Context: an optimization exercise on an open-source flow, tuned for small area, a short achievable clock period and few clock cycles per item. The choices shown serve that exercise and are no tape-out recipe. Function was checked by simulation only, so behaviour that the tests miss may differ from the original. Power and IR drop assume default switching activity.

## design.v

```verilog
`default_nettype none
module pp_add #(
	parameter int N = 32
) (
	input  wire logic [N-1:0] a,
	input  wire logic [N-1:0] b,
	input  wire logic         cin,
	output logic [N-1:0]      s,
	output logic              cout
);
	localparam int LV = $clog2(N);
	logic [N-1:0] p0;
	logic [N-1:0] g [0:LV];
	logic [N-1:0] p [0:LV];
	assign p0 = a ^ b;
	assign g[0] = a & b;
	assign p[0] = p0;
	for (genvar l = 0; l < LV; l++) begin : g_lvl
		for (genvar i = 0; i < N; i++) begin : g_bit
			if ((i >> l) & 1) begin : g_node
				localparam int J = ((i >> l) << l) - 1;
				assign g[l+1][i] = g[l][i] | (p[l][i] & g[l][J]);
				assign p[l+1][i] = p[l][i] & p[l][J];
			end else begin : g_pass
				assign g[l+1][i] = g[l][i];
				assign p[l+1][i] = p[l][i];
			end
		end
	end
	logic [N:0] c;
	assign c[0] = cin;
	for (genvar i = 0; i < N; i++) begin : g_c
		assign c[i+1] = g[LV][i] | (p[LV][i] & cin);
	end
	assign s = p0 ^ c[N-1:0];
	assign cout = c[N];
endmodule
`default_nettype wire
`default_nettype none
module newton_sqrt (
	input  wire logic        clk,
	input  wire logic        rst_n,
	input  wire logic        in_valid,
	output logic             in_ready,
	input  wire logic [31:0] in_a,
	input  wire logic [31:0] in_x0,
	output logic             out_valid,
	input  wire logic        out_ready,
	output logic [31:0]      out_root
);
	logic st_idle, st_init, st_mul, st_suba, st_abs, st_div, st_upd, st_out;
	logic [1:0]  step;	 
	logic [5:0]  cnt;	 
	logic [3:0]  bsel;	 
	logic        bneg;	 
	logic        ge;	 
	logic [31:0] a;
	logic [31:0] x;
	logic [33:0] x3;	 
	logic [63:0] w;	 
	logic [15:0] e;	 
	assign in_ready = st_idle;
	assign out_valid = st_out;
	assign out_root = x;
	logic [31:0] xsm;	 
	always_comb begin
		xsm[31] = x[31];
		for (int i = 30; i >= 0; i--) xsm[i] = xsm[i+1] | x[i];
	end
	logic [10:0] jtop;
	logic [10:0] dp;	 
	logic [10:0] dsel;	 
	logic [3:0]  bwin;
	logic [3:0]  bsel_d;
	logic        bneg_d;
	always_comb begin
		logic [35:0] ext;
		logic [2:0]  m;
		jtop[0] = ~xsm[2];
		for (int j = 1; j <= 9; j++) jtop[j] = xsm[3*j-1] & ~xsm[3*j+2];
		jtop[10] = xsm[29];
		dsel = st_init ? jtop : (dp >> 1);
		ext = {3'b000, x, 1'b0};	 
		bwin = 4'b0000;
		for (int k = 0; k <= 10; k++) bwin = bwin | (ext[3*k +: 4] & {4{dsel[k]}});
		m = 3'({1'b0, bwin[2], 1'b0} + {2'b00, bwin[1]} + {2'b00, bwin[0]});
		if (bwin[3]) m = 3'(3'd4 - m);
		bneg_d = bwin[3];
		bsel_d = {m == 3'd4, m == 3'd3, m == 3'd2, m == 3'd1};
	end
	logic [34:0] b_op;
	logic [63:0] m_a;
	logic [63:0] m_b;
	logic        m_cin;
	logic [63:0] m_sum;
	logic        m_cout;
	logic [31:0] q;
	logic [31:0] x_new;
	assign q = {w[48:32], e[15:1]};
	always_comb begin
		b_op = ({3'b000, x} & {35{bsel[0]}}) | ({2'b00, x, 1'b0} & {35{bsel[1]}})
			| ({1'b0, x3} & {35{bsel[2]}}) | ({1'b0, x, 2'b00} & {35{bsel[3]}});
		m_a = {w[60:0], 3'b000};
		m_b = {{29{bneg}}, b_op ^ {35{bneg}}};
		m_cin = bneg;
		if (st_init) begin
			m_a = {32'd0, x};
		end
		if (st_suba) begin
			m_a = w;
			m_b = {16'hFFFF, ~a, 16'hFFFF};
			m_cin = 1'b1;
		end
		if (st_abs) begin
			m_a = {~w[63:32], ~e, 16'hFFFF};
			m_b = '0;
			m_cin = 1'b1;
		end
		if (st_upd) begin
			m_a = {32'd0, x};
			m_b = {32'd0, q ^ {32{ge}}};
			m_cin = ge;
		end
	end
	pp_add #(.N(64)) i_madd (.a(m_a), .b(m_b), .cin(m_cin), .s(m_sum), .cout(m_cout));
	assign x_new = ge ? (m_sum[31:0] & {32{m_sum[32]}}) : (m_sum[31:0] | {32{m_sum[32]}});
	logic [33:0] r4;	 
	logic [33:0] t1, t2, t3;
	logic        f1, f2, f3;	 
	logic [1:0]  qd;
	logic [31:0] r_new;
	assign r4 = {w[31:0], w[63:62]};
	pp_add #(.N(34)) i_d1 (.a(r4), .b(~{2'b00, x}), .cin(1'b1), .s(t1), .cout(f1));
	pp_add #(.N(34)) i_d2 (.a(r4), .b(~{1'b0, x, 1'b0}), .cin(1'b1), .s(t2), .cout(f2));
	pp_add #(.N(34)) i_d3 (.a(r4), .b(~x3), .cin(1'b1), .s(t3), .cout(f3));
	always_comb begin
		qd = {f2, f3 | (f1 & ~f2)};
		if (f3) r_new = t3[31:0];
		else if (f2) r_new = t2[31:0];
		else if (f1) r_new = t1[31:0];
		else r_new = r4[31:0];
	end
	logic        can16;
	logic        can4;
	logic [31:0] r16;
	logic [31:0] rs4;
	always_comb begin
		logic bad16, bad4;
		r16 = {w[15:0], w[63:48]};
		rs4 = {w[27:0], w[63:60]};
		bad16 = |w[31:16];
		bad4 = |w[31:28];
		for (int i = 0; i <= 31; i++) begin
			if (r16[i] && !((i + 1 <= 31) ? xsm[i+1] : 1'b0)) bad16 = 1'b1;
			if (rs4[i] && !((i + 1 <= 31) ? xsm[i+1] : 1'b0)) bad4 = 1'b1;
		end
		can16 = !bad16 && (cnt >= 6'd17);
		can4 = !bad4 && (cnt >= 6'd5);
	end
	logic mul_last, div_last, x_zero, last_step;
	assign mul_last = dp[0];
	assign div_last = (cnt[5:1] == 5'd0);
	assign x_zero = ~xsm[0];
	assign last_step = (step == 2'd3);
	always_ff @(posedge clk or negedge rst_n) begin
		if (!rst_n) begin
			st_idle <= 1'b1;
			st_init <= 1'b0;
			st_mul <= 1'b0;
			st_suba <= 1'b0;
			st_abs <= 1'b0;
			st_div <= 1'b0;
			st_upd <= 1'b0;
			st_out <= 1'b0;
		end else begin
			st_idle <= (st_idle & ~in_valid) | (st_out & out_ready);
			st_init <= (st_idle & in_valid) | (st_upd & ~last_step);
			st_mul <= (st_init & ~x_zero) | (st_mul & ~mul_last);
			st_suba <= st_mul & mul_last;
			st_abs <= st_suba & ~m_cout;
			st_div <= (st_suba & m_cout) | st_abs | (st_div & ~div_last);
			st_upd <= st_div & div_last;
			st_out <= (st_init & x_zero) | (st_upd & last_step) | (st_out & ~out_ready);
		end
	end
	always_ff @(posedge clk) begin
		if (st_idle) begin
			a <= in_a;
			x <= in_x0;
			step <= 2'd0;
		end
		if (st_upd) begin
			x <= x_new;
			step <= step + 1'b1;
		end
		if (st_init) begin
			x3 <= m_sum[33:0];
		end
		if (st_suba) begin
			ge <= m_cout;
		end
	end
	always_ff @(posedge clk) begin
		if (st_init | st_mul) begin
			bsel <= bsel_d;
			bneg <= bneg_d;
		end else begin
			bsel <= 4'b0010;
			bneg <= 1'b0;
		end
		dp <= dsel;
		cnt <= 6'd63;
		w <= m_sum;
		e <= m_sum[31:16];
		if (st_init) begin
			w <= '0;
		end
		if (st_suba | st_abs) begin
			w[31:0] <= '0;
		end
		if (st_div) begin
			if (can16) begin
				w <= {w[47:32], e, r16};
				e <= 16'd0;
				cnt <= cnt - 6'd16;
			end else if (can4) begin
				w <= {w[59:32], e[15:12], rs4};
				e <= {e[11:0], 4'd0};
				cnt <= cnt - 6'd4;
			end else begin
				w <= {w[61:32], e[15:14], r_new};
				e <= {e[13:0], qd};
				cnt <= cnt - 6'd2;
			end
		end
	end
endmodule
`default_nettype wire
```

## run.sh

```bash
#!/bin/bash
# synth_recipe.tcl (not shown) runs the flow's synth.tcl, then flattens the netlist and writes it again
# the make line also repeats each setting of config.mk as NAME=value (left out here)
make -C /OpenROAD-flow-scripts/flow DESIGN_CONFIG=/design/flow/config.mk WORK_HOME=/design/flow/orfs CLKGATE_MAP_FILE= SYNTH_SCRIPT=/design/flow/synth_recipe.tcl finish
```

## config.mk

```make
export PLATFORM = sky130hd
export DESIGN_NAME = newton_sqrt
export DESIGN_NICKNAME = newton_sqrt
export VERILOG_FILES = /design/flow/design.v
export SDC_FILE = /design/flow/constraint.sdc
export NUM_CORES = 4
export LEC_CHECK = 0
export CAP_MARGIN = 20
export CORE_MARGIN = 5
export CORE_UTILIZATION = 40
export SETUP_SLACK_MARGIN = 3.5
export SLEW_MARGIN = 20
```

## constraint.sdc

```tcl
create_clock -name core_clock -period 8.0 [get_ports {clk}]
set_input_delay 1.6000 -clock core_clock [delete_from_list [all_inputs] [get_ports {clk}]]
set_output_delay 1.6000 -clock core_clock [all_outputs]
set_load 0.01 [all_outputs]
```

==> run summary, run 1 <==
- Post-synth EDFFs: approximately 100
- CP endpoint kind: register
- Worst-margin pin slew: about 1.1 ns
- Routed Wire Length: 87900 um
- Multi-input logic area: around 14000 sq um
- Synth cell types: between 80 and 90
- Status: timing/DRC/antenna clean
- Leakage: a little under 10 nW
- Pwr Density: 361 nW/um^2
- Dominant cells by area after synthesis: edfxtp_1 (15%), ha_1 (11%), dfxtp_1 (10%)
- Largest family of logic cells by synthesized area: compound AO/OA/AOI/OAI gates
- Kind of critical path: register to register
- Fmax: about 220 MHz
- Post-Synthesis Cells: between 2000 and 2500
- P&R area growth vs syn: 21.2%
- Worst min-delay path class: register to register
- # nets final: roughly 2800
- Sw frac: 50.8%
- Sequential cell area fraction in the yosys report: between 20% and 30%
- GPL Wtd Cong: between 0.9 and 1
- Gr ovfl total: 0
- Clock slew at reported path FFs: roughly 0.070 ns
- Met3 Use GR: under 10%
- CTS Buf Count: 27
- Fill cell count: between 4000 and 5000
- Global-route wire length before repair: 127000 um
- Most frequent cell after synthesis: nand2_1
- Clock Latency Late Sink: 0.57 ns
- Critical path's largest stage delay: around 0.63 ns
- Most instantiated cells after synthesis: nand2_1 (187), o21ai_0 (185), ha_1 (174)
- Antenna-violating nets left: 0
- TritonCTS clock tree: done
- Setup Skew: ~0.022 ns
- R2r worst-path depth: 16
- Post-synthesis register bit count: 210
- DR DRC count: 0
- Share of the synthesized area in the top cell type: roughly 15%
- GR Layer Usage met2: between 40 and 50%
- Most used flip-flop cell after synthesis: edfxtp_1
- Mean Syn Cell Area: 8.25 sq um
- Worst path top cell family by delay: simple AND/OR/NAND/NOR gates
- Worst vdd rail ir drop: between 0.15 and 0.2 mV
- Routed WL per cell: 27.1 um
- Number of global-route vias before repair: slightly below 20000
- Sequential share of power: around a quarter
- Number of placed I/O pins: 102
- Height of the chip: ~230 um
- Sum Neg Setup Slack: 0 ns
- Reg2reg end: w[62]$_DFF_P_
- Cell Area, Synth: about 20000 sq um
- Die area: 54800 sq um
- Number of diodes: 0
- Hold Crit Start: st_out$_DFF_PN0_
- Num rows: approximately 80
- WP buf/inv: 1
- Initial core utilization: slightly above 40%
- Clock power frac: around 15%
- Crit path launch type: register
- CP Cell Sequence: a222oi_1 -> xor2_1 -> mux2_2 -> nor2_1 -> ha_1 -> and4_1 -> and3_1 -> nand2_1 -> nor4_1 -> a311o_2 -> nor4b_4 -> o31ai_4 -> buf_6 -> o21ai_1 -> xnor2_1 -> o21ai_0
- # Max-Cap Violations: 0
- Drt first pass iters: 9
- Crit path time final: 4.51 ns
- Core region area: 50000 sq um
- Clk buf depth: 3
- Critical Path RT: around 8.4 ns
- Internal power: about 4.3 mW
- Tcrit/Tclk final: 56.4%
- Hold endpoint: st_idle$_DFF_PN1_
- Max-slew violation count: 0
- Tot GR Track Use: ~30%
- Die width: 234 um
- Placed cells: 3074
- Final hold vios: 0
- Max H-tree Level: 1
- Crit-path max FO: 10
- # clock sinks: 210
- Largest area contributor in the netlist: edfxtp_1
- YS warnings: 7
- Synthesized Nets: roughly 2700
- P_sw: 4.47 mW
- Mux contribution to synthesized area: about 3.7%
- Slew HR: roughly a quarter
- DR vias/cell: 6.51
- Detail Placement HPWL: just over 60000 um
- Final Non-Filler Cells: about 3200
- Reg area: around 5300 sq um
- Post-synth ARST share: around 3.8%
- PortBufs: just over 100
- CP max stage cell: a222oi_1
- Unrepaired setup endpoints after global routing: yes
- Largest net degree at the start of global routing: 79
- FF-to-FF Start: x[31]$_DFFE_PP_
- Vias: between 20000 and 25000
- Iter 0 DRT Violations: between 3000 and 4000
- R2R Setup Slk: around 3.5 ns
- Layout cell share with drive strength beyond 1: a little over an eighth
- Logic pwr share: approximately three fifths
- Hold depth: 2
- CP Data Arrival Time: approximately 5 ns
- Grt met1 use: about two fifths
- Synth Area in Simple Gates: a little under an eighth
- Initial antenna violation count: 0
- Synth Area in Adders: roughly 11%
- Layer with the highest usage: met2
- XOR/XNOR Fraction of Synth Area: roughly 8.4%
- Endpoints failing setup: 0
- Root Buffer: clkbuf_16
- Area fraction in compound gates after synthesis: around 33%
[tightest hold or removal path, cell delays in order (launching register included)]
cell and delay, ns:
dfrtp_1 0.36, nand2_1 0.05, o21ai_0 0.06
[logic make-up after synthesis]
kind of cell / count (synthesis)
AO/OA/AOI/OAI: 953
XOR/XNOR: 192
adder cells (fa/ha/maj): 176
buffers and inverters: 329
flip-flops: 210
multiplexers: 73
AND/OR/NAND/NOR: 503
[layout by cell type, fill, tap and decap left out, types with 97 or more instances in the layout]
cell type and count:
xnor2_1 124, dfxtp_1 97, edfxtp_1 101, a21oi_1 157, ha_1 168, clkdlybuf4s50_1 101
nand2_1 184, buf_4 136, o21ai_0 165, inv_1 150, nor2_1 121
[state kept, by name, summed over array words and instances (netlist names)]
name / flops
st_init: 1
w: 64
step: 2
st_idle: 1
a: 32
ge: 1
e: 16
x: 32
st_upd: 1
st_suba: 1
st_abs: 1
bneg: 1
bsel: 4
dp: 11
st_mul: 1
st_div: 1
x3: 34
cnt: 5
st_out: 1
[cell type report]
class	instances	area share (%)
clock buffer	35	2.94
clock inverter	14	0.745
inverter	156	2.47
multi-input combinational	1899	58.7
sequential	210	21.7
tap	672	3.45
timing repair buffer	259	9.91
timing repair inverter	2	0.0616
[how the worst max path moves through the flow]
stage / start / endpoint / slack, ns / cells past startpoint
6_report: x[31]$_DFFE_PP_ / w[62]$_DFF_P_ / 3.49 / 16
5_1_grt: bsel[1]$_SDFF_PN1_ / w[59]$_DFF_P_ / 3.33 / 18
4_1_cts: bsel[2]$_SDFF_PN0_ / x[28]$_DFFE_PP_ / 3.44 / 17
3_5_place_dp: st_suba$_DFF_PN0_ / x[26]$_DFFE_PP_ / 2.14 / 15
3_3_place_gp: st_suba$_DFF_PN0_ / x[31]$_DFFE_PP_ / 2.22 / 14
2_1_floorplan: st_init$_DFF_PN0_ / ge$_DFFE_PP_ / 3.52 / 20
[metrics by stage]
stage	setup slack [ns]	util [%]	hold slack [ns]	area (sq um)	power (mW)
global placement	2.22	43.3	0.494	21600	6.91
finish	3.49	48.8	0.514	24400	8.79
global route	3.33	48.8	0.540	24400	9.22
CTS	3.44	47.2	0.509	23600	8.36
floorplan	3.52	-	0.417	20200	5.30
detailed placement	2.14	43.3	0.503	21600	6.97
[power by group through the flow]
stage | Sequential [mW] | Clock, mW | Combinational (mW)
after detailed placement | 2.10 | 0 | 4.87
after floorplan | 1.67 | 0 | 3.63
after CTS | 2.08 | 1.29 | 4.99
after global routing | 2.12 | 1.33 | 5.77
after global placement | 2.11 | 0 | 4.80
final | 2.14 | 1.28 | 5.37
[metal layers]
layer	vias to the layer above	share of wire, %
met3	245	11
met4	0	4.9
met1	10100	40
li1	9470	-
met2	1344	44
met5	-	0
[what timing repair did]
| item | CTS | global route |
|---|---|---|
| pin swaps | 15 | 41 |
| gates cloned | 3 | 4 |
| hold buffers | 0 | 0 |
| resized for setup | 83 | 92 |
| setup buffers | 78 | 39 |
| endpoints found under the setup margin | 142 | 103 |
Testbench counts, summed over its fixed seeds: cycles 96,801, items 1,024.
==> run 2, diff against run 1 <==
--- a/design.v
+++ b/design.v
@@ -75,7 +75,6 @@
 	logic        bneg_d;
 	always_comb begin
 		logic [35:0] ext;
-		logic [2:0]  m;
 		jtop[0] = ~xsm[2];
 		for (int j = 1; j <= 9; j++) jtop[j] = xsm[3*j-1] & ~xsm[3*j+2];
 		jtop[10] = xsm[29];
@@ -83,10 +82,11 @@
 		ext = {3'b000, x, 1'b0};	 
 		bwin = 4'b0000;
 		for (int k = 0; k <= 10; k++) bwin = bwin | (ext[3*k +: 4] & {4{dsel[k]}});
-		m = 3'({1'b0, bwin[2], 1'b0} + {2'b00, bwin[1]} + {2'b00, bwin[0]});
-		if (bwin[3]) m = 3'(3'd4 - m);
 		bneg_d = bwin[3];
-		bsel_d = {m == 3'd4, m == 3'd3, m == 3'd2, m == 3'd1};
+		bsel_d[0] = (bwin[1] ^ bwin[0]) & ~(bwin[3] ^ bwin[2]);
+		bsel_d[1] = ~(bwin[1] ^ bwin[0]) & (bwin[2] ^ bwin[1]);
+		bsel_d[2] = (bwin[1] ^ bwin[0]) & (bwin[3] ^ bwin[2]);
+		bsel_d[3] = (bwin[3] ^ bwin[2]) & ~(bwin[2] ^ bwin[1]) & ~(bwin[1] ^ bwin[0]);
 	end
 	logic [34:0] b_op;
 	logic [63:0] m_a;
--- a/config.mk
+++ b/config.mk
@@ -8,5 +8,5 @@
 export CAP_MARGIN = 20
 export CORE_MARGIN = 5
 export CORE_UTILIZATION = 40
-export SETUP_SLACK_MARGIN = 3.5
+export SETUP_SLACK_MARGIN = 4
 export SLEW_MARGIN = 20
==> run 2 against run 1 <==
Non-clock buffer count grew 76. Global-route usage grew 0.47 points. Hold slack lost 0.068 ns. Clock-buffer cell count shrank 3. Sequential power is essentially flat. Utilization grew 3.0 points. Critical endpoint is now w[52]$_DFF_P_. Still clean. Combinational power grew 13%. Sequential share of layout area shrank 1.3 points. Wire length grew 5.0%. Via count grew 4.9%. Setup slack gained 0.30 ns. Sequential cell count is the same.
==> run summary, run 2 <==
- Status: timing/DRC/antenna clean
- Slew HR: a little under a third
- Tot GR Track Use: 30.7%
- TritonCTS clock tree: done
- CP Cell Sequence: buf_4 -> a22o_1 -> a221oi_2 -> xnor2_1 -> o21ai_0 -> o22ai_1 -> ha_1 -> nand2_1 -> nand2b_4 -> o31a_1 -> a21o_4 -> a31oi_4 -> a21oi_2 -> or3_1 -> a32o_1
- Post-synthesis register bit count: between 200 and 250
- Initial antenna violation count: 0
- Drt first pass iters: 10
- Sequential cell area fraction in the yosys report: 25.8%
- Synthesized Nets: 2720
- Critical Path RT: 8.46 ns
- CP endpoint kind: register
- Fmax: about 240 MHz
- Cell Area, Synth: between 20000 and 25000 sq um
- Placed cell area: 21900 sq um
- Max H-tree Level: 1
- Final hold vios: 0
- Worst-margin pin slew: 1.03 ns
- Unrepaired setup endpoints after global routing: yes
- Mean Syn Cell Area: 8.20 sq um
- Max-slew violation count: 0
- Leakage: 10.3 nW
- Pwr Density: around 360 nW/um^2
- Largest regs: w x64, x3 x34
- Root Buffer: clkbuf_16
- Post-synth EDFFs: a little over 100
- Most frequent cell after synthesis: o21ai_0
- Worst vdd rail ir drop: between 0.2 and 0.25 mV
- Die area: about 55000 sq um
- Vias: 22200
- YS warnings: 7
- DR DRC count: 0
- Largest area contributor in the netlist: edfxtp_1
- GPL Wtd Cong: about 1
- Post-Synthesis Cells: 2480
- Most common cell after layout, fill and taps aside: buf_4
- PortBufs: ~100
- Reg with most FFs: w
- Synth cell types: 87
- Layout cell share with drive strength beyond 1: between 10% and 20%
- Worst min-delay path class: register to register
- Num rows: 82
- Critical path's largest stage delay: about 0.57 ns
- Clock slew at reported path FFs: roughly 0.060 ns
- Most used flip-flop cell after synthesis: edfxtp_1
- Crit-path max FO: 8
- Gr ovfl total: 0
- Antenna-violating nets left: 0
- Largest register FFs: between 60 and 70
- Crit path time final: 4.22 ns
- Number of placed I/O pins: about 100
- Clock Latency Late Sink: between 0.5 and 0.6 ns
- Most instantiated cells after synthesis: o21ai_0 (225), a21oi_1 (173), ha_1 (171), nand2_1 (171), inv_1 (157)
- DR vias/cell: 6.59
- Commonest non-fill, non-tap cells in the layout: buf_4 (192), ha_1 (161), nand2_1 (160)
- CP max stage cell: edfxtp_1
- Dominant cells by area after synthesis: edfxtp_1 (15%), ha_1 (11%), dfxtp_1 (9.9%)
- Post-synth ARST share: about 3.8%
- Height of the chip: 235 um
- # clock sinks: 210
- Clk buf depth: 3
- Endpoints failing setup: 0
- Global-route wire length before repair: about 130000 um
- Final Non-Filler Cells: 3364
- Kind of critical path: register to register
- Setup Skew: about 0.023 ns
- Placed cells: slightly above 3000
- Core Util, Final: between 50% and 60%
- Number of diodes: 0
- Die width: approximately 240 um
- Sum Neg Setup Slack: 0 ns
- Routed Wire Length: 92300 um
- CTS Buf Count: 27
- Core region area: about 50000 sq um
- Share of the synthesized area in the top cell type: 14.9%
- # nets final: ~2900
- P&R area growth vs syn: 27.9%
- # Max-Cap Violations: 0
- Number of global-route vias before repair: 20800
- Largest net degree at the start of global routing: 90
- CP Data Arrival Time: roughly 4.7 ns
- Crit path launch type: register
- Tcrit/Tclk final: approximately 53%
- Routed WL per cell: ~27 um
- Iter 0 DRT Violations: ~3000
- Finished Cell Area: 26000 sq um
- Initial core utilization: between 40% and 50%
- Detail Placement HPWL: ~62000 um
## run 2: cell count changes after synthesis, moves of 12 or more
| cell | change |
|---|---|
| nand2_1 | -16 |
| a211oi_1 | -12 |
| o21ai_0 | +40 |
| o211ai_1 | -27 |
| a21o_1 | -17 |
## run 2: metrics by stage
| step | setup WS [ns] | hold slack [ns] | power (mW) |
|---|---|---|---|
| after global routing | 3.67 | 0.489 | 9.88 |
| after global placement | 2.43 | 0.434 | 7.00 |
| after detailed placement | 2.52 | 0.441 | 7.06 |
| after CTS | 3.88 | 0.447 | 8.70 |
| final | 3.78 | 0.446 | 9.42 |
| after floorplan | 3.76 | 0.417 | 5.37 |
## run 2: power by group
part	leakage [nW]	internal (mW)	switching (mW)
registers	1.85	1.42	0.741
clock network	0.420	0.686	0.526
logic	8.01	2.57	3.48
## run 2: worst paths after layout
path | from | end | slack, ns | depth (start not counted)
min in group asynchronous | rst_n | st_out$_DFF_PN0_ | 1.39 | 1
max reg2reg | x[30]$_DFFE_PP_ | w[52]$_DFF_P_ | 3.78 | 15
max | x[30]$_DFFE_PP_ | w[52]$_DFF_P_ | 3.78 | 15
max in group asynchronous | rst_n | st_init$_DFF_PN0_ | 6.19 | 1
min reg2reg | dp[0]$_DFF_P_ | st_mul$_DFF_PN0_ | 0.45 | 1
min | dp[0]$_DFF_P_ | st_mul$_DFF_PN0_ | 0.45 | 1
## run 2: area by class of cell
cell class,count,area [sq um]
fillers,4658,24300
multi-input cells,1938,15200
flip-flops and latches,210,5290
repair buffers,335,3220
well taps,672,841
clock buffers,32,694
inverters,159,626
clock inverters,18,154
## run 2: worst max-delay path, delay by kind of cell (launching register included)
family | cells | cell delay, ns
compound gates | 9 | 2.25
xor+xnor | 1 | 0.14
fa+ha+maj | 1 | 0.36
buf+inv | 1 | 0.23
flops | 1 | 0.57
simple gates | 3 | 0.56
## run 2: cells by family (layout without fill, tap and decap cells)
group                    Yosys count  in the layout  synth area share [%]
adder cells (fa/ha/maj)          173            173                  10.7
flip-flops                       210            210                  25.8
AND/OR/NAND/NOR                  525            526                  12.6
XOR/XNOR                         186            186                  8.01
multiplexers                      91             91                  4.56
buffers and inverters            334            544                  6.29
AO/OA/AOI/OAI                    961            962                  32.0
## run 2: timing repair
item                                    4_1_cts  5_1_grt
pin swaps                                    51       82
hold buffers                                  0        0
endpoints found under the setup margin      143      117
gates resized for setup                     179      156
cloned                                        7        1
setup buffers                               133       57
## run 2: routing by layer
layer / GRT usage (%) / wire (um)
met1: 40.8 / 35600
met2: 47.2 / 39800
met3: 7.20 / 11100
met4: 14.3 / 5730
met5: 0 / 0
Testbench counts of run 2, summed over its fixed seeds: cycles 96,801, items 1,024.
==> run 3, diff against run 2 <==
--- a/config.mk
+++ b/config.mk
@@ -7,6 +7,6 @@
 export LEC_CHECK = 0
 export CAP_MARGIN = 20
 export CORE_MARGIN = 5
-export CORE_UTILIZATION = 40
+export CORE_UTILIZATION = 60
 export SETUP_SLACK_MARGIN = 4
 export SLEW_MARGIN = 20
==> run 3 against run 2 <==
Clock power shrank 7%. Cell count shrank 6.6%. Wire length shrank 2.3%. Critical path type unchanged. Largest power group unchanged. Highest routed layer unchanged.
==> run summary, run 3 <==
- Worst min-delay path class: register to register
- R2r worst-path depth: 18
- Iter 0 DRT Violations: approximately 3800
- # Max-Cap Violations: 0
- Num rows: 67
- Die width: between 150 and 200 um
- Largest family of logic cells by synthesized area: compound AO/OA/AOI/OAI gates
- Hold depth: 1
- Hold Crit Start: dp[0]$_DFF_P_
- Mean Syn Cell Area: 8.20 sq um
- Core region area: about 34000 sq um
- Hold endpoint: st_mul$_DFF_PN0_
- P&R area growth vs syn: 25.1%
- Commonest non-fill, non-tap cells in the layout: buf_4 (187), ha_1 (165), nand2_1 (164)
- CP Data Arrival Time: ~4.8 ns
- Max-slew violation count: 0
- Dominant cells by area after synthesis: edfxtp_1 (15%), ha_1 (11%), dfxtp_1 (9.9%)
- # nets final: a little under 3000
- Area fraction in compound gates after synthesis: between 30% and 40%
- Synth cell types: 87
- Clock Latency Late Sink: around 0.56 ns
- DR DRC count: 0
- Root Buffer: clkbuf_16
- Number of global-route vias before repair: around 21000
- CP endpoint kind: register
- Post-synthesis register bit count: 210
- Leakage: 10.2 nW
- Most frequent cell after synthesis: o21ai_0
- Gr ovfl total: 0
- Post-synth ARST share: approximately 3.8%
- Reg with most FFs: w
- DR vias/cell: about 7.4
- Unrepaired setup endpoints after global routing: yes
- Layout cell share with drive strength beyond 1: a little under a fifth
- # clock sinks: 210
- XOR/XNOR Fraction of Synth Area: about 8.0%
- Sum Neg Setup Slack: 0 ns
- Pwr Density: between 300 and 400 nW/um^2
- Synth Area in Simple Gates: between 10% and 20%
- Kind of critical path: register to register
- Most common cell after layout, fill and taps aside: buf_4
- Share of the synthesized area in the top cell type: between 10% and 20%
- Worst-margin pin slew: approximately 0.87 ns
- Worst vdd rail ir drop: between 0.2 and 0.3 mV
- Reg2reg end: x[15]$_DFFE_PP_
- TritonCTS clock tree: done
- Status: timing/DRC/antenna clean
- Crit path launch type: register
- Largest net degree at the start of global routing: 82
- Largest area contributor in the netlist: edfxtp_1
- Sequential cell area fraction in the yosys report: 25.8%
- Tot GR Track Use: about 43%
- Global-route wire length before repair: 127000 um
- Largest register FFs: between 60 and 70
- Max H-tree Level: 1
- Hold_buf cts: 0
- Initial core utilization: approximately three fifths
- Drt first pass iters: 10
- Clk buf depth: 3
- Crit-path max FO: 8
- Post-Synthesis Cells: 2480
- Routed Wire Length: roughly 90000 um
- Die area: around 38000 sq um
- Critical Path RT: between 8 and 9 ns
- PortBufs: about 100
- Setup Skew: 0.0175 ns
- Post-synth EDFFs: between 100 and 150
- Synthesized Nets: 2720
- Initial antenna violation count: 1
- Slew HR: approximately two fifths
- Clock slew at reported path FFs: roughly 0.06 ns
- YS warnings: 7
- Antenna-violating nets left: 0
- Number of placed I/O pins: between 100 and 150
- Height of the chip: approximately 190 um
- Crit path time final: between 4 and 5 ns
- R2R Setup Slk: ~3.5 ns
- CTS Buf Count: 25
- Tcrit/Tclk final: a little under three fifths
- Cell Area, Synth: between 20000 and 25000 sq um
- Mux contribution to synthesized area: 4.56%
- Most used flip-flop cell after synthesis: edfxtp_1
- Placed cell area: ~22000 sq um
- FF-to-FF Start: st_init$_DFF_PN0_
- GPL Wtd Cong: around 1.0
- Detail Placement HPWL: around 58000 um
- Finished Cell Area: roughly 25000 sq um
- Routed WL per cell: about 29 um
- Fmax: about 220 MHz
- Most instantiated cells after synthesis: o21ai_0 (225), a21oi_1 (173), ha_1 (171), nand2_1 (171), inv_1 (157)
- Endpoints failing setup: 0
- Synth Area in Adders: 10.7%
- Largest regs: w x64, x3 x34
- Final hold vios: 0
- Vias: around 23000
-- run 3: cell counts after synthesis --
No cell type changed its count.
-- run 3: how the worst max path moves through the flow --
stage / start / endpoint / cells past startpoint
floorplan: st_init$_DFF_PN0_ / w[52]$_DFF_P_ / 19
global placement: st_suba$_DFF_PN0_ / x[1]$_DFFE_PP_ / 16
detailed placement: st_suba$_DFF_PN0_ / x[1]$_DFFE_PP_ / 16
CTS: bsel[0]$_SDFF_PN0_ / w[52]$_DFF_P_ / 17
global route: bsel[1]$_SDFF_PN1_ / x[15]$_DFFE_PP_ / 20
finish: st_init$_DFF_PN0_ / x[15]$_DFFE_PP_ / 18
-- run 3: what timing repair did --
item,CTS,global route
pin swaps,24,92
gates resized for setup,158,126
setup buffers,121,65
setup endpoints to repair,145,114
gates cloned,5,8
endpoints found under the hold margin,0,0
-- run 3: power by group --
group	switching (mW)	total [mW]	internal, mW
registers	0.764	2.18	1.42
logic	3.41	5.85	2.45
clock network	0.501	1.12	0.621
total	4.67	9.16	4.49
-- run 3: cell families (layout without fill, tap and decap cells) --
family / Yosys count / in the layout
compound gates: 961 / 961
xor+xnor: 186 / 186
fa+ha+maj: 173 / 173
buf+inv: 334 / 544
flops: 210 / 210
mux: 91 / 91
other cells: 0 / 1
simple gates: 525 / 527
-- run 3: metal layers --
layer	global-route usage (%)	part of all wire, %	vias up
li1	-	-	9745
met1	54.4	35	10800
met2	64.4	41	1996
met3	13.3	15	616
met4	23.6	8.4	0
met5	0	0	-
-- run 3: area by class of cell --
class | count | area (sq um)
fillers | 2432 | 8090
repair buffers | 338 | 3290
well taps | 448 | 561
flip-flops and latches | 210 | 5300
clock buffers | 36 | 677
clock inverters | 10 | 85.1
repair inverters | 1 | 7.51
diodes | 1 | 2.50
inverters | 159 | 621
multi-input cells | 1938 | 14900
-- run 3: critical path, stage by stage, from the launching register on --
cell and delay (ns):
dfrtp_4 0.61, buf_16 0.20, o211a_1 0.24, a21oi_1 0.14, nor2_1 0.08, a21oi_2 0.17
ha_1 0.30, and3_1 0.20, and4_4 0.21, o21ai_4 0.28, a31oi_4 0.20, buf_6 0.16
o31ai_4 0.28, nand2_2 0.14, xnor2_4 0.27, nor2_4 0.13, clkbuf_16 0.24, o211ai_1 0.23
o21ai_1 0.11
-- run 3: stage by stage --
stage               utilization (%)  worst slack (ns)  power, mW  instances  hold WS (ns)
CTS                            72.3              3.85       8.30       3067         0.454
global placement               64.7              1.77       6.84       2895         0.432
global route                   75.9              3.53       9.45       3140         0.483
floorplan                         -              3.76       5.37       2480         0.417
finish                         75.9              3.52       9.16       3141         0.456
detailed placement             64.7              2.10       6.94       2895         0.443
==> run 4, diff against run 3 <==
--- a/design.v
+++ b/design.v
@@ -58,8 +58,10 @@
 	logic [31:0] x;
 	logic [33:0] x3;	 
 	logic [63:0] w;	 
-	logic [15:0] e;	 
-	assign in_ready = st_idle;
+	logic [15:0] rh;	 
+	logic take;
+	assign take = st_idle | (st_out & out_ready);
+	assign in_ready = take;
 	assign out_valid = st_out;
 	assign out_root = x;
 	logic [31:0] xsm;	 
@@ -96,7 +98,7 @@
 	logic        m_cout;
 	logic [31:0] q;
 	logic [31:0] x_new;
-	assign q = {w[48:32], e[15:1]};
+	assign q = w[32:1];
 	always_comb begin
 		b_op = ({3'b000, x} & {35{bsel[0]}}) | ({2'b00, x, 1'b0} & {35{bsel[1]}})
 			| ({1'b0, x3} & {35{bsel[2]}}) | ({1'b0, x, 2'b00} & {35{bsel[3]}});
@@ -112,7 +114,7 @@
 			m_cin = 1'b1;
 		end
 		if (st_abs) begin
-			m_a = {~w[63:32], ~e, 16'hFFFF};
+			m_a = {~w[63:16], 16'hFFFF};
 			m_b = '0;
 			m_cin = 1'b1;
 		end
@@ -129,7 +131,7 @@
 	logic        f1, f2, f3;	 
 	logic [1:0]  qd;
 	logic [31:0] r_new;
-	assign r4 = {w[31:0], w[63:62]};
+	assign r4 = {rh, w[63:46]};
 	pp_add #(.N(34)) i_d1 (.a(r4), .b(~{2'b00, x}), .cin(1'b1), .s(t1), .cout(f1));
 	pp_add #(.N(34)) i_d2 (.a(r4), .b(~{1'b0, x, 1'b0}), .cin(1'b1), .s(t2), .cout(f2));
 	pp_add #(.N(34)) i_d3 (.a(r4), .b(~x3), .cin(1'b1), .s(t3), .cout(f3));
@@ -146,10 +148,10 @@
 	logic [31:0] rs4;
 	always_comb begin
 		logic bad16, bad4;
-		r16 = {w[15:0], w[63:48]};
-		rs4 = {w[27:0], w[63:60]};
-		bad16 = |w[31:16];
-		bad4 = |w[31:28];
+		r16 = w[63:32];
+		rs4 = {rh[11:0], w[63:44]};
+		bad16 = |rh;
+		bad4 = |rh[15:12];
 		for (int i = 0; i <= 31; i++) begin
 			if (r16[i] && !((i + 1 <= 31) ? xsm[i+1] : 1'b0)) bad16 = 1'b1;
 			if (rs4[i] && !((i + 1 <= 31) ? xsm[i+1] : 1'b0)) bad4 = 1'b1;
@@ -161,7 +163,7 @@
 	assign mul_last = dp[0];
 	assign div_last = (cnt[5:1] == 5'd0);
 	assign x_zero = ~xsm[0];
-	assign last_step = (step == 2'd3);
+	assign last_step = (step == 2'd3) | ~|q;
 	always_ff @(posedge clk or negedge rst_n) begin
 		if (!rst_n) begin
 			st_idle <= 1'b1;
@@ -173,8 +175,8 @@
 			st_upd <= 1'b0;
 			st_out <= 1'b0;
 		end else begin
-			st_idle <= (st_idle & ~in_valid) | (st_out & out_ready);
-			st_init <= (st_idle & in_valid) | (st_upd & ~last_step);
+			st_idle <= take & ~in_valid;
+			st_init <= (take & in_valid) | (st_upd & ~last_step);
 			st_mul <= (st_init & ~x_zero) | (st_mul & ~mul_last);
 			st_suba <= st_mul & mul_last;
 			st_abs <= st_suba & ~m_cout;
@@ -184,7 +186,7 @@
 		end
 	end
 	always_ff @(posedge clk) begin
-		if (st_idle) begin
+		if (take & in_valid) begin
 			a <= in_a;
 			x <= in_x0;
 			step <= 2'd0;
@@ -209,27 +211,24 @@
 			bneg <= 1'b0;
 		end
 		dp <= dsel;
-		cnt <= 6'd63;
+		cnt <= 6'd47;
 		w <= m_sum;
-		e <= m_sum[31:16];
+		rh <= 16'd0;
 		if (st_init) begin
 			w <= '0;
 		end
-		if (st_suba | st_abs) begin
-			w[31:0] <= '0;
+		if (st_suba) begin
+			w[15:0] <= '0;	 
 		end
 		if (st_div) begin
 			if (can16) begin
-				w <= {w[47:32], e, r16};
-				e <= 16'd0;
+				{rh, w} <= {w, 16'd0};
 				cnt <= cnt - 6'd16;
 			end else if (can4) begin
-				w <= {w[59:32], e[15:12], rs4};
-				e <= {e[11:0], 4'd0};
+				{rh, w} <= {rh[11:0], w, 4'd0};
 				cnt <= cnt - 6'd4;
 			end else begin
-				w <= {w[61:32], e[15:14], r_new};
-				e <= {e[13:0], qd};
+				{rh, w} <= {r_new, w[45:0], qd};
 				cnt <= cnt - 6'd2;
 			end
 		end
--- a/config.mk
+++ b/config.mk
@@ -7,6 +7,6 @@
 export LEC_CHECK = 0
 export CAP_MARGIN = 20
 export CORE_MARGIN = 5
-export CORE_UTILIZATION = 60
-export SETUP_SLACK_MARGIN = 4
+export CORE_UTILIZATION = 40
+export SETUP_SLACK_MARGIN = 3.75
 export SLEW_MARGIN = 20
==> run 4 against run 3 <==
Still clean on timing, DRC and antenna. Clock power up 4%. Sequential power down 3%. Synthesized cell count up 2.3%. Clock skew up 0.0098 ns. Design area up 0.41%. Total power up 2.4%. First-iteration DRC count down 21%.
==> run summary, run 4 <==
- Status: timing/DRC/antenna clean
- Height of the chip: 236 um
- Iter 0 DRT Violations: slightly above 3000
- Endpoints failing setup: 0
- Most frequent cell after synthesis: o21ai_0
- Sum Neg Setup Slack: 0 ns
- Reg with most FFs: w
- Sequential cell area fraction in the yosys report: 25.6%
- FF-to-FF Start: x[0]$_DFFE_PP_
- Slew HR: 34.1%
- Setup crit start: x[0]$_DFFE_PP_
- Pwr Density: 367 nW/um^2
- Mean Syn Cell Area: between 8 and 9 sq um
- Max H-tree Level: 1
- Crit path launch type: register
- Setup crit end: x[10]$_DFFE_PP_
- Cell Area, Synth: a little over 20000 sq um
- P_sw: 4.70 mW
- CP endpoint kind: register
- Synthesized Nets: about 2800
- Sw frac: 50.1%
- Tcrit/Tclk final: 55.7%
- Die area: ~56000 sq um
- GPL Wtd Cong: a little under 1
- Logic pwr share: around two thirds
- Fill cell count: 4868
- Root Buffer: clkbuf_16
- Leakage: 10.4 nW
- TritonCTS clock tree: done
- Share of the synthesized area in the top cell type: 14.8%
- Core region area: just over 50000 sq um
- Most common cell after layout, fill and taps aside: nand2_1
- Hold_ws: about 0.46 ns
- Post-synth ARST share: ~3.8%
- Worst vdd rail ir drop: 0.147 mV
- Hold_buf cts: 0
- Clk buf depth: 3
- Tot GR Track Use: 29.6%
- Synth cell types: between 90 and 100
- Critical Path RT: 8.31 ns
- Largest register FFs: 64
- Max-slew violation count: 0
- Final hold vios: 0
- Number of global-route vias before repair: 20600
- R2R Setup Slk: 3.54 ns
- Gr ovfl total: 0
- Placement Setup Slack: 2.12 ns
- Clock slew at reported path FFs: approximately 0.06 ns
- R2r worst-path depth: 16
- Most used flip-flop cell after synthesis: edfxtp_1
- Die width: 236 um
- Crit path time final: between 4 and 5 ns
- Num rows: 83
- DR vias/cell: around 6.6
- Detail Placement HPWL: 59100 um
- Drt first pass iters: 8
- Initial antenna violation count: 1
- Routed WL per cell: between 20 and 30 um
- PortBufs: between 100 and 150
- Most instantiated cells after synthesis: o21ai_0 (218), nand2_1 (197), ha_1 (171)
- Clock Latency Late Sink: 0.56 ns
- Sequential share of power: 22.5%
- Final Non-Filler Cells: ~3400
- Setup Skew: 0.0272 ns
- YS warnings: 7
- Post-Synthesis Cells: approximately 2500
- Initial core utilization: between 40% and 50%
- Antenna-violating nets left: 0
- P&R area growth vs syn: 24.5%
- CTS Buf Count: 25
- # clock sinks: 210
- Worst-margin pin slew: between 0.9 and 1 ns
- Crit-path max FO: 6
- Post-synth EDFFs: 101
- Unrepaired setup endpoints after global routing: yes
- Placed cells: between 3000 and 4000
- Fmax: about 220 MHz
- Number of placed I/O pins: between 100 and 150
- Largest regs: w x64, x3 x34
- Global-route wire length before repair: roughly 130000 um
- Total design power: around 9.4 mW
- # nets final: around 2900
- Number of diodes: 0
- Dominant cells by area after synthesis: edfxtp_1 (15%), ha_1 (10%), dfxtp_1 (9.9%)
- Clock power frac: 12.4%
- Routed Wire Length: around 90000 um
- Final WS setup: between 3 and 4 ns
- Reg2reg end: x[10]$_DFFE_PP_
- Commonest non-fill, non-tap cells in the layout: nand2_1 (189), buf_4 (181), o21ai_0 (179)
- Post-synthesis register bit count: 210
- Worst min-delay path class: register to register
- Kind of critical path: register to register
- DR DRC count: 0
- Internal power: approximately 4.7 mW
- CP Data Arrival Time: about 4.8 ns
- Layout cell share with drive strength beyond 1: ~17%
- Largest net degree at the start of global routing: 100
- # Max-Cap Violations: 0
- Vias: ~22000
- Largest area contributor in the netlist: edfxtp_1
[run 4: cell count changes in the layout (fill, tap and decap cells not counted), sizes merged, moves of 10 or more]
cell	delta
nand2	+25
nor2b	+15
nand3	+19
o221ai	+21
nand2b	+19
clkbuf	-14
o211ai	-11
a22o	+10
xor2	+12
o31ai	-20
o22a	-11
[run 4: power by group through the flow]
stage / registers, mW / clock network [mW] / logic [mW]
after detailed placement: 2.08 / 0 / 5.27
after CTS: 2.06 / 1.17 / 5.62
after global placement: 2.08 / 0 / 5.21
after global routing: 2.10 / 1.21 / 6.58
final: 2.11 / 1.16 / 6.10
after floorplan: 1.66 / 0 / 4.13
[run 4: logic make-up after synthesis]
family / Yosys count / share of synthesized area [%]
XOR/XNOR: 196 / 8.37
multiplexers: 75 / 3.71
flip-flops: 210 / 25.6
buffers and inverters: 355 / 6.68
AND/OR/NAND/NOR: 598 / 14.0
AO/OA/AOI/OAI: 930 / 31.1
adder cells (fa/ha/maj): 172 / 10.5
[run 4: layer usage]
metal  wire [um]  global-route usage, %  vias up
met1       35900                   39.9    10800
li1            -                      -     9852
met3        9430                   4.36      329
met4        5930                   15.2        2
met5          13                      0        -
met2       39700                   46.3     1416
[run 4: how the worst min path moves through the flow]
stage	end	slack, ns	cells after the start	startpoint
after floorplan	st_mul$_DFF_PN0_	0.42	1	dp[0]$_DFF_P_
after CTS	st_mul$_DFF_PN0_	0.46	1	dp[0]$_DFF_P_
final	st_mul$_DFF_PN0_	0.46	1	dp[0]$_DFF_P_
after global routing	st_mul$_DFF_PN0_	0.48	1	dp[0]$_DFF_P_
after detailed placement	st_mul$_DFF_PN0_	0.45	1	dp[0]$_DFF_P_
after global placement	st_mul$_DFF_PN0_	0.43	1	dp[0]$_DFF_P_
[run 4: metrics by stage]
step	cell area (sq um)	util (%)
after floorplan	20600	-
after global placement	22000	43.1
after detailed placement	22000	43.1
after CTS	24600	48.2
after global routing	25500	50.0
final	25500	50.0
[run 4: area by class of cell]
| cell class | count | area, sq um | area share (%) |
|---|---|---|---|
| clock buffer | 28 | 658 | 2.58 |
| clock inverter | 16 | 141 | 0.553 |
| inverter | 152 | 594 | 2.33 |
| multi-input combinational | 1976 | 14800 | 57.8 |
| sequential | 210 | 5290 | 20.7 |
| tap | 680 | 851 | 3.33 |
| timing repair buffer | 333 | 3240 | 12.7 |
| timing repair inverter | 2 | 13.8 | 0.0539 |
[run 4: worst max-delay path, stage by stage, from the launching register on]
cell	delay, ns
edfxtp_1	0.48
a222oi_1	0.43
xnor2_1	0.15
o21ai_1	0.16
o21ai_1	0.09
ha_1	0.33
a21o_1	0.16
a41o_1	0.22
a211o_1	0.32
nor3_4	0.26
o22a_4	0.23
a21oi_4	0.08
o21a_4	0.23
a21o_4	0.23
mux2_4	0.40
a21boi_1	0.16
mux2_2	0.27
[run 4: repair_timing]
item / in CTS / in global routing
cloned: 7 / 4
gates resized for setup: 118 / 142
buffers inserted: 140 / 40
endpoints found under the setup margin: 139 / 97
pin swaps: 37 / 65
Testbench counts of run 4, summed over its fixed seeds: cycles 90,637, items 1,024.
==> run 5, diff against run 4 <==
--- a/design.v
+++ b/design.v
@@ -224,9 +224,6 @@
 			if (can16) begin
 				{rh, w} <= {w, 16'd0};
 				cnt <= cnt - 6'd16;
-			end else if (can4) begin
-				{rh, w} <= {rh[11:0], w, 4'd0};
-				cnt <= cnt - 6'd4;
 			end else begin
 				{rh, w} <= {r_new, w[45:0], qd};
 				cnt <= cnt - 6'd2;
==> run 5 against run 4 <==
Design area down 5.4%. Clock power grew 11%. Global-route usage shrank 0.74 points. Maximum frequency is 1.1% higher. Wire length is 11% lower.
==> run summary, run 5 <==
- Largest regs: w x64, x3 x34
- Antenna-violating nets left: 0
- Most common cell after layout, fill and taps aside: ha_1
- Initial core utilization: a little over 40%
- Sequential cell area fraction in the yosys report: 27.1%
- Worst min-delay path class: register to register
- Initial antenna violation count: 0
- Max-slew violation count: 0
- Mean Syn Cell Area: about 8.5 sq um
- Status: timing/DRC/antenna clean
- Final hold vios: 0
- Number of diodes: 0
- DR vias/cell: 6.58
- Fill cell count: roughly 4500
- Routed Wire Length: ~80000 um
- Core Util, Final: 50.5%
- Gr ovfl total: 0
- Share of the synthesized area in the top cell type: 15.6%
- Synthesized Nets: about 2500
- Tot GR Track Use: between 20% and 30%
- Max H-tree Level: 1
- Cell Area, Synth: slightly below 20000 sq um
- # Max-Cap Violations: 0
- Setup Skew: 0.0182 ns
- Critical Path RT: roughly 8.3 ns
- Total design power: between 2 and 2.5 mW
- Reg area: between 5000 and 6000 sq um
- GPL Wtd Cong: about 0.99
- Hold_buf cts: 0
- CP endpoint kind: register
- Leakage: roughly 9.6 nW
- Internal power: about 1.9 mW
- Sw frac: 20.9%
- Multi-input logic area: approximately 14000 sq um
- CP Data Arrival Time: 4.72 ns
- P&R area growth vs syn: 24.5%
- YS warnings: 7
- Sequential share of power: a little under half
- Post-synth ARST share: approximately 3.8%
- Post-Synthesis Cells: approximately 2300
- Fmax: approximately 230 MHz
- Synth cell types: 99
- Die area: around 53000 sq um
- Largest register FFs: between 60 and 70
- Global-route wire length before repair: ~120000 um
- Clock slew at reported path FFs: approximately 0.07 ns
- Largest net degree at the start of global routing: between 60 and 70
- Root Buffer: clkbuf_16
- Setup crit start: st_abs$_DFF_PN0_
- Post-synth EDFFs: between 100 and 150
- Kind of critical path: register to register
- Worst-margin pin slew: approximately 1 ns
- Clk buf depth: 3
- Commonest non-fill, non-tap cells in the layout: ha_1 (166), o21ai_0 (150), nand2_1 (142)
- Reg with most FFs: w
- CTS Buf Count: 26
- PortBufs: around 100
- Iter 0 DRT Violations: approximately 2000
- Pwr Density: 102 nW/um^2
- Clock power frac: a little over half
- Most instantiated cells after synthesis: ha_1 (168), o21ai_0 (160), nand2_1 (147)
- Slew HR: between 30% and 40%
- Tcrit/Tclk final: 55.1%
- Unrepaired setup endpoints after global routing: yes
- Height of the chip: roughly 230 um
- Detail Placement HPWL: roughly 57000 um
- Clock Latency Late Sink: approximately 0.57 ns
- Die width: ~230 um
- Most frequent cell after synthesis: ha_1
- Routed WL per cell: between 20 and 30 um
- Crit path time final: 4.41 ns
- P_sw: 515 uW
- DR DRC count: 0
- Largest area contributor in the netlist: edfxtp_1
- Logic pwr share: ~2%
- # clock sinks: 210
- Hold_ws: approximately 0.48 ns
- Hold Crit Start: dp[0]$_DFF_P_
- Worst vdd rail ir drop: about 0.15 mV
- Crit-path max FO: 28
- Number of global-route vias before repair: between 15000 and 20000
- Sum Neg Setup Slack: 0 ns
- Crit path launch type: register
- Number of placed I/O pins: 102
- Vias: just over 20000
- Layout cell share with drive strength beyond 1: 16.0%
- Most used flip-flop cell after synthesis: edfxtp_1
- TritonCTS clock tree: done
- # nets final: 2686
- Endpoints failing setup: 0
- Num rows: 80
- Drt first pass iters: 9
- Core region area: between 40000 and 50000 sq um
- Dominant cells by area after synthesis: edfxtp_1 (16%), ha_1 (11%), dfxtp_1 (10%)
- FF-to-FF Start: st_abs$_DFF_PN0_
- Post-synthesis register bit count: 210
-- run 5: cell types whose count changed after synthesis, sizes merged, moves of 20 or more --
cell     delta
a21oi      -32
clkbuf     -47
inv        -32
mux2i      -20
nand2      -49
nand2b     -27
nor3       +26
o21ai      -48
o2bb2ai    +27
-- run 5: power by group through the flow --
| stage | clock network (mW) | logic (mW) | registers (mW) |
|---|---|---|---|
| after floorplan | 0 | 0.00670 | 1.15 |
| after global placement | 0 | 0.0416 | 1.15 |
| after detailed placement | 0 | 0.0423 | 1.15 |
| after CTS | 1.30 | 0.0426 | 1.12 |
| after global routing | 1.35 | 0.0527 | 1.12 |
| final | 1.29 | 0.0502 | 1.12 |
-- run 5: layout make-up --
type                    instances  share of cell area, %
multi-input cells            1813                   57.8
flip-flops and latches        210                   21.9
repair buffers                277                   11.3
well taps                     615                   3.18
inverters                     121                   1.98
clock buffers                  39                   3.32
clock inverters                 9                  0.512
-- run 5: routing by layer --
metal,wire [um],up-vias,share of wire [%],GRT usage [%]
li1,-,9097,-,-
met4,3350,0,4.1,10.3
met5,0,-,0,0
met1,33800,9897,41,39.3
met3,7740,210,9.5,5.16
met2,36700,1084,45,46.3
-- run 5: worst max-delay path: stages, from the launching register on --
cell,delay (ns)
dfrtp_4,0.56
buf_6,0.23
nor2_4,0.22
buf_12,0.20
o21ai_0,0.10
o21ai_0,0.10
ha_1,0.29
and2_4,0.17
a221o_1,0.36
o21ai_4,0.24
a211oi_4,0.09
buf_6,0.15
o211ai_4,0.17
buf_6,0.13
a41oi_4,0.14
nor3_4,0.28
nor2_4,0.10
o21ai_4,0.15
buf_12,0.18
clkbuf_16,0.17
o2bb2ai_2,0.06
-- run 5: path summary, 6_finish.rpt --
check,slack [ns],cells past startpoint,to
max,3.59,20,x[27]$_DFFE_PP_
min,0.48,1,st_mul$_DFF_PN0_
max reg2reg,3.59,20,x[27]$_DFFE_PP_
min reg2reg,0.48,1,st_mul$_DFF_PN0_
max in group asynchronous,6.16,1,st_upd$_DFF_PN0_
min in group asynchronous,1.40,1,st_abs$_DFF_PN0_
-- run 5: logic make-up (layout without fill, tap and decap cells) --
family                   Yosys count  count (layout)  synth area share (%)
adder cells (fa/ha/maj)          170             170                  11.0
multiplexers                      57              57                  2.98
flip-flops                       210             210                  27.1
AND/OR/NAND/NOR                  535             535                  13.6
AO/OA/AOI/OAI                    866             866                  31.6
XOR/XNOR                         185             185                  8.34
buffers and inverters            269             446                  5.38
-- run 5: through the flow --
step / cell area (sq um) / cells / worst slack (ns)
after global placement: 21000 / 2896 / 2.31
after floorplan: 19500 / 2292 / 3.66
final: 24200 / 3084 / 3.59
after CTS: 23200 / 3044 / 3.74
after global routing: 24200 / 3084 / 3.46
after detailed placement: 21000 / 2896 / 2.19
-- run 5: what timing repair did --
item,in CTS,in global routing
gates resized for setup,104,117
cloned,0,5
pin swaps,30,67
endpoints found under the setup margin,117,85
setup buffers,100,35
Testbench counts of run 5, summed over its fixed seeds: cycles 96,373, items 1,024.
==> run 6, diff against run 5 <==
--- a/config.mk
+++ b/config.mk
@@ -8,5 +8,5 @@
 export CAP_MARGIN = 20
 export CORE_MARGIN = 5
 export CORE_UTILIZATION = 40
-export SETUP_SLACK_MARGIN = 3.75
+export SETUP_SLACK_MARGIN = 4.0
 export SLEW_MARGIN = 20
==> run 6 against run 5 <==
Critical endpoint is now x[19]$_DFFE_PP_. Die area unchanged. Synthesized cell count unchanged. Highest routed layer is now met5. Design area increased by 2.3%. Largest power group unchanged.
==> run summary, run 6 <==
- Status: timing/DRC/antenna clean
- Crit-path max FO: 5
- Cell Area, Synth: 19400 sq um
- Reg2reg end: x[19]$_DFFE_PP_
- PortBufs: about 100
- Initial antenna violation count: 1
- CP endpoint kind: register
- Final hold vios: 0
- Finished Cell Area: about 25000 sq um
- Tcrit/Tclk final: 53.9%
- GPL Wtd Cong: between 0.9 and 1
- Worst min-delay path class: register to register
- Setup crit start: x[13]$_DFFE_PP_
- Hold_buf cts: 0
- TritonCTS clock tree: done
- Post-synth EDFFs: approximately 100
- Iter 0 DRT Violations: around 2400
- WL met1: 33400 um
- Clock slew at reported path FFs: 0.06 ns
- Antenna-violating nets left: 0
- Critical path's largest stage delay: between 0.4 and 0.5 ns
- Top sig layer: met5
- Max-slew violation count: 0
- Commonest non-fill, non-tap cells in the layout: buf_4 (174), ha_1 (165), nand2_1 (142)
- Clk buf depth: 3
- Worst vdd rail ir drop: 0.130 mV
- Global-route wire length before repair: ~120000 um
- Max H-tree Level: 1
- Slew HR: around a quarter
- Share of the synthesized area in the top cell type: about 16%
- Largest regs: w x64, x3 x34
- Post-synth ARST share: 3.81%
- R2r worst-path depth: 19
- Reg with most FFs: w
- Number of placed I/O pins: roughly 100
- Most common cell after layout, fill and taps aside: buf_4
- YS warnings: 7
- Crit path launch type: register
- Leakage: about 9.8 nW
- CP Data Arrival Time: roughly 4.6 ns
- Die area: around 53000 sq um
- Post-Synthesis Cells: around 2300
- Initial core utilization: 40.6%
- Worst path top cell family by delay: compound AO/OA/AOI/OAI gates
- Most instantiated cells after synthesis: ha_1 (168), o21ai_0 (160), nand2_1 (147)
- Most frequent cell after synthesis: ha_1
- Gr ovfl total: 0
- Pwr Density: around 93 nW/um^2
- CP Depth: 19
- Critical Path RT: approximately 8.3 ns
- Sum Neg Setup Slack: 0 ns
- Root Buffer: clkbuf_16
- Fmax: 232 MHz
- Fill cell count: around 4400
- Clock Latency Late Sink: around 0.55 ns
- Number of global-route vias before repair: 19700
- Detail Placement HPWL: around 56000 um
- CP max stage cell: edfxtp_1
- DR vias/cell: 6.62
- Synthesized Nets: roughly 2500
- Placed cell area: 20900 sq um
- Routed Wire Length: approximately 85000 um
- Vias: roughly 21000
- Layout cell share with drive strength beyond 1: a little under a fifth
- Wire length on met3: approximately 8400 um
- Hold_ws: between 0.4 and 0.5 ns
- Num rows: 80
- DR DRC count: 0
- Worst-margin pin slew: 1.10 ns
- Die width: about 230 um
- CP Cell Sequence: buf_4 -> a22o_1 -> a221oi_2 -> xnor2_1 -> o21ai_0 -> o21ai_0 -> ha_1 -> nand4_1 -> or3b_4 -> a211oi_4 -> buf_6 -> o211ai_4 -> a41o_4 -> a21boi_4 -> nor2_4 -> o21ai_4 -> buf_12 -> clkbuf_16 -> o2bb2ai_2
- Setup Skew: approximately 0.016 ns
- Unrepaired setup endpoints after global routing: yes
- Crit path top cell by count: o21ai_0
- Height of the chip: around 230 um
- Crit path time final: between 4 and 5 ns
- Most used flip-flop cell after synthesis: edfxtp_1
- Dominant cells by area after synthesis: edfxtp_1 (16%), ha_1 (11%), dfxtp_1 (10%)
- Endpoints failing setup: 0
- R2R Setup Slk: ~3.7 ns
- Tot GR Track Use: between 20% and 30%
- Core region area: approximately 48000 sq um
- P&R area growth vs syn: 27.3%
- WP buf/inv: 4
- Post-synthesis register bit count: 210
- # clock sinks: between 200 and 250
- # Max-Cap Violations: 0
- Routed WL per cell: ~27 um
- Largest net degree at the start of global routing: 69
- CTS Buf Count: 25
- Kind of critical path: register to register
- Mean Syn Cell Area: 8.48 sq um
- FF-to-FF Start: x[13]$_DFFE_PP_
- Wire length on met2: 37800 um
- Synth cell types: 99
- # nets final: approximately 2700
- Largest area contributor in the netlist: edfxtp_1
- Sequential cell area fraction in the yosys report: about 27%
- Drt first pass iters: 9
- Setup crit end: x[19]$_DFFE_PP_
- Largest register FFs: 64
## run 6: final cells by class
type,count,area [sq um],area share (%)
clock buffer,40,712,2.88
clock inverter,5,51.3,0.208
sequential,210,5290,21.4
multi-input combinational,1815,14100,56.9
antenna,1,2.50,0.0101
timing repair buffer,334,3350,13.6
tap,615,769,3.11
inverter,121,480,1.94
## run 6: worst min path at each step
stage,startpoint,end,slack (ns),cells after the start
6_report,dp[0]$_DFF_P_,st_mul$_DFF_PN0_,0.45,1
2_1_floorplan,dp[0]$_DFF_P_,st_mul$_DFF_PN0_,0.42,1
5_1_grt,dp[0]$_DFF_P_,st_mul$_DFF_PN0_,0.46,1
3_5_place_dp,dp[0]$_DFF_P_,st_mul$_DFF_PN0_,0.44,1
4_1_cts,dp[0]$_DFF_P_,st_mul$_DFF_PN0_,0.45,1
3_3_place_gp,dp[0]$_DFF_P_,st_mul$_DFF_PN0_,0.44,1
## run 6: routing by layer
metal,global-route usage [%],vias to the layer above
li1,-,9214
met3,5.26,314
met4,13.8,2
met5,0,-
met1,39.1,10000
met2,48.1,1257
## run 6: worst register-to-register path, stage by stage, from the launching register on
cell and delay [ns]:
edfxtp_1 0.44, buf_4 0.18, a22o_1 0.19, a221oi_2 0.24, xnor2_1 0.10, o21ai_0 0.14, o21ai_0 0.11, ha_1 0.39
nand4_1 0.19, or3b_4 0.42, a211oi_4 0.16, buf_6 0.16, o211ai_4 0.11, a41o_4 0.32, a21boi_4 0.18, nor2_4 0.09
o21ai_4 0.25, buf_12 0.17, clkbuf_16 0.16, o2bb2ai_2 0.05
## run 6: power by group
part | internal (mW) | switching [mW] | leakage (nW)
registers | 1.12 | 0 | 1.85
logic | 0.0354 | 0.00948 | 7.63
clock network | 0.638 | 0.489 | 0.367
## run 6: cells by family (layout without fill, tap and decap cells)
kind of cell | count (synthesis) | after routing | share of synthesized area, %
compound gates | 866 | 867 | 31.6
xor+xnor | 185 | 185 | 8.34
fa+ha+maj | 170 | 170 | 11.0
buf+inv | 269 | 500 | 5.38
flops | 210 | 210 | 27.1
mux | 57 | 57 | 2.98
other cells | 0 | 1 | 0
simple gates | 535 | 536 | 13.6
## run 6: timing repair
action	CTS	global route
buffers inserted	150	47
pin swaps	69	83
setup endpoints to repair	136	109
cloned	8	1
resized for setup	150	107
## run 6: through the flow
step	total power, mW	instances	worst slack (ns)	util, %
6_report	2.29	3141	3.69	51.7
5_1_grt	2.34	3140	3.55	51.7
4_1_cts	2.29	3092	3.79	49.7
3_5_place_dp	1.19	2889	2.12	43.8
3_3_place_gp	1.19	2889	2.19	43.8
2_1_floorplan	1.15	2292	3.66	-
==> run 7, diff against run 6 <==
--- a/config.mk
+++ b/config.mk
@@ -8,5 +8,5 @@
 export CAP_MARGIN = 20
 export CORE_MARGIN = 5
 export CORE_UTILIZATION = 40
-export SETUP_SLACK_MARGIN = 4.0
+export SETUP_SLACK_MARGIN = 3.5
 export SLEW_MARGIN = 20
==> run 7 against run 6 <==
Clock power rose by 12%. Setup slack got worse by 0.21 ns. Total power increased by 6.4%. Via count shrank 2.9%. Sequential cell count unchanged. Combinational power fell by 4.5%. Utilization is 2.5 points lower. Sequential power is essentially flat. Largest power group unchanged.
==> run summary, run 7 <==
- TritonCTS clock tree: done
- Dominant cells by area after synthesis: edfxtp_1 (16%), ha_1 (11%), dfxtp_1 (10%)
- Die area: between 50000 and 60000 sq um
- Mean Syn Cell Area: around 8.5 sq um
- Logic pwr share: 1.8%
- Synthesized Nets: roughly 2500
- Slew HR: 34.7%
- Post-synthesis register bit count: 210
- # clock sinks: 210
- Clock slew at reported path FFs: about 0.060 ns
- Most used flip-flop cell after synthesis: edfxtp_1
- Max-slew violation count: 0
- Setup Skew: around 0.018 ns
- Largest area contributor in the netlist: edfxtp_1
- Post-Synthesis Cells: around 2300
- Status: timing/DRC/antenna clean
- Leakage: roughly 9.3 nW
- Sequential cell area fraction in the yosys report: roughly 27%
- # Max-Cap Violations: 0
- Die width: 230 um
- Core region area: around 48000 sq um
- Synth cell types: 99
- Share of the synthesized area in the top cell type: between 10% and 20%
- Num rows: 80
- Endpoints failing setup: 0
- Most frequent cell after synthesis: ha_1
- Global-route wire length before repair: ~120000 um
- Worst min-delay path class: register to register
- Sequential share of power: 46.0%
- Antenna-violating nets left: 0
- PortBufs: 101
- Crit path launch type: register
- Largest regs: w x64, x3 x34
- Critical Path RT: between 8 and 9 ns
- Max H-tree Level: 1
- Crit path time final: 4.51 ns
- Sum Neg Setup Slack: 0 ns
- Root Buffer: clkbuf_16
- Crit-path max FO: 8
- Detail Placement HPWL: 57200 um
- Largest net degree at the start of global routing: between 60 and 70
- CP endpoint kind: register
- Vias: slightly above 20000
- Post-synth ARST share: about 3.8%
- Largest register FFs: 64
- Initial antenna violation count: 1
- Commonest non-fill, non-tap cells in the layout: ha_1 (166), o21ai_0 (150), nand2_1 (145)
- GPL Wtd Cong: ~1
- Layout cell share with drive strength beyond 1: 13.4%
- Reg with most FFs: w
- Number of global-route vias before repair: around 19000
- Clk buf depth: 3
- Tot GR Track Use: between 20 and 30%
- Finished Cell Area: around 24000 sq um
- # nets final: about 2700
- P&R area growth vs syn: 21.2%
- YS warnings: 7
- Tcrit/Tclk final: a little under three fifths
- Number of placed I/O pins: just over 100
- CP Data Arrival Time: roughly 4.9 ns
- DR DRC count: 0
- Placed cells: about 2900
- Final hold vios: 0
- Height of the chip: around 230 um
- Placed cell area: about 21000 sq um
- Gr ovfl total: 0
- Routed Wire Length: roughly 82000 um
- CTS Buf Count: 25
- P_sw: 506 uW
- Kind of critical path: register to register
- Unrepaired setup endpoints after global routing: yes
- Most common cell after layout, fill and taps aside: ha_1
- Post-synth EDFFs: 101
- Drt first pass iters: 5
- Clock Latency Late Sink: ~0.55 ns
- Pwr Density: between 100 and 150 nW/um^2
- Initial core utilization: around 40%
- Most instantiated cells after synthesis: ha_1 (168), o21ai_0 (160), nand2_1 (147)
- Sw frac: about a fifth
- Iter 0 DRT Violations: around 2200
- Clock power frac: 52.3%
- Final Non-Filler Cells: just over 3000
- Routed WL per cell: 26.8 um
- Fmax: 222 MHz
- DR vias/cell: between 6 and 7
- Cell Area, Synth: around 20000 sq um
- Worst-margin pin slew: 0.978 ns
- Worst vdd rail ir drop: roughly 0.12 mV
- Internal power: approximately 1.9 mW
- Number of diodes: 0
run 7: power by group through the flow:
stage	combinational (mW)	clock [mW]	sequential, mW
floorplan	0.00670	0	1.15
global placement	0.0415	0	1.15
detailed placement	0.0423	0	1.15
CTS	0.0427	1.28	1.12
global route	0.0455	1.32	1.12
finish	0.0429	1.27	1.12
run 7: layout make-up:
cell class,instances,area (sq um)
clock inverters,14,231
well taps,615,769
repair buffers,259,2560
flip-flops and latches,210,5290
multi-input cells,1814,13600
inverters,121,472
fillers,4538,24300
clock buffers,31,658
run 7: timing repair:
item / CTS / global route
cloned: 1 / 8
hold buffers: 0 / 0
resized for setup: 39 / 115
setup endpoints to repair: 92 / 71
pin swaps: 7 / 26
setup buffers: 41 / 78
run 7: final timing paths:
| check | startpoint | endpoint | slack, ns | cells after the start |
|---|---|---|---|---|
| max | x[17]$_DFFE_PP_ | x[13]$_DFFE_PP_ | 3.49 | 20 |
| min | dp[0]$_DFF_P_ | st_mul$_DFF_PN0_ | 0.46 | 1 |
| max reg2reg | x[17]$_DFFE_PP_ | x[13]$_DFFE_PP_ | 3.49 | 20 |
| min reg2reg | dp[0]$_DFF_P_ | st_mul$_DFF_PN0_ | 0.46 | 1 |
| max in group asynchronous | rst_n | st_upd$_DFF_PN0_ | 6.22 | 1 |
| min in group asynchronous | rst_n | st_out$_DFF_PN0_ | 1.38 | 1 |
run 7: cells by family after synthesis:
logic type                 share of synthesized area, %
adders and majority gates                          11.0
AOI/OAI and AO/OA                                  31.6
DFF                                                27.1
xor gates and xnor gates                           8.34
buffers and inverters                              5.38
muxes                                              2.98
and+or+nand+nor                                    13.6
run 7: layer usage:
| layer | vias up | GRT usage (%) | routed length [um] |
|---|---|---|---|
| met3 | 234 | 4.77 | 8130 |
| met2 | 1199 | 45.6 | 36700 |
| met4 | 0 | 11.5 | 4470 |
| li1 | 9063 | - | - |
| met5 | - | 0 | 0 |
| met1 | 9701 | 37.4 | 32900 |
run 7: metrics by stage:
| stage | utilization [%] | worst slack, ns | hold slack [ns] | total power [mW] |
|---|---|---|---|---|
| 5_1_grt | 49.2 | 3.43 | 0.484 | 2.49 |
| 2_1_floorplan | - | 3.43 | 0.418 | 1.15 |
| 3_5_place_dp | 43.7 | 2.71 | 0.452 | 1.19 |
| 4_1_cts | 46.6 | 3.50 | 0.462 | 2.45 |
| 3_3_place_gp | 43.7 | 2.79 | 0.435 | 1.19 |
| 6_report | 49.2 | 3.49 | 0.458 | 2.44 |
run 7: critical path, cell delays in order, from the launching register on:
cell and delay (ns):
edfxtp_1 0.50, buf_4 0.20, buf_4 0.14, a221oi_2 0.29
xnor2_1 0.19, o21ai_0 0.12, o22ai_1 0.20, ha_2 0.35
a21oi_1 0.14, o21ai_1 0.11, a211o_1 0.32, o31ai_4 0.25
buf_4 0.21, a41o_1 0.24, a21boi_2 0.11, buf_4 0.15
nor3_4 0.26, buf_12 0.17, clkbuf_16 0.21, nor2_4 0.04
o2bb2ai_1 0.14

-- afterwards: timing with drivers on the ports --
No port has a modelled driver above. Below, the same layouts with a new extraction and two added sets of constraints.
Step 1, drivers: a clkbuf_16 drives clk and a buf_2 each remaining input, both assumed.
Step 2 times the ports against the registers' clock, not the clock port: input delays grow and output delays shrink by t, the midpoint of the rising clock arrivals with the driver on.
Three values: ideal ports, drivers, drivers and shift; two values: the first two.
| run | t (ns) | setup slack, ns |
|---|---|---|
| run 1 | 0.618 | 3.485 / 3.485 / 3.485 |
| run 2 | 0.625 | 3.782 / 3.782 / 3.782 |
| run 3 | 0.609 | 3.524 / 3.524 / 3.524 |
| run 4 | 0.607 | 3.540 / 3.540 / 3.540 |
| run 5 | 0.621 | 3.588 / 3.588 / 3.588 |
| run 6 | 0.599 | 3.692 / 3.692 / 3.692 |
| run 7 | 0.599 | 3.487 / 3.487 / 3.487 |
After both steps every run listed still meets setup and hold.
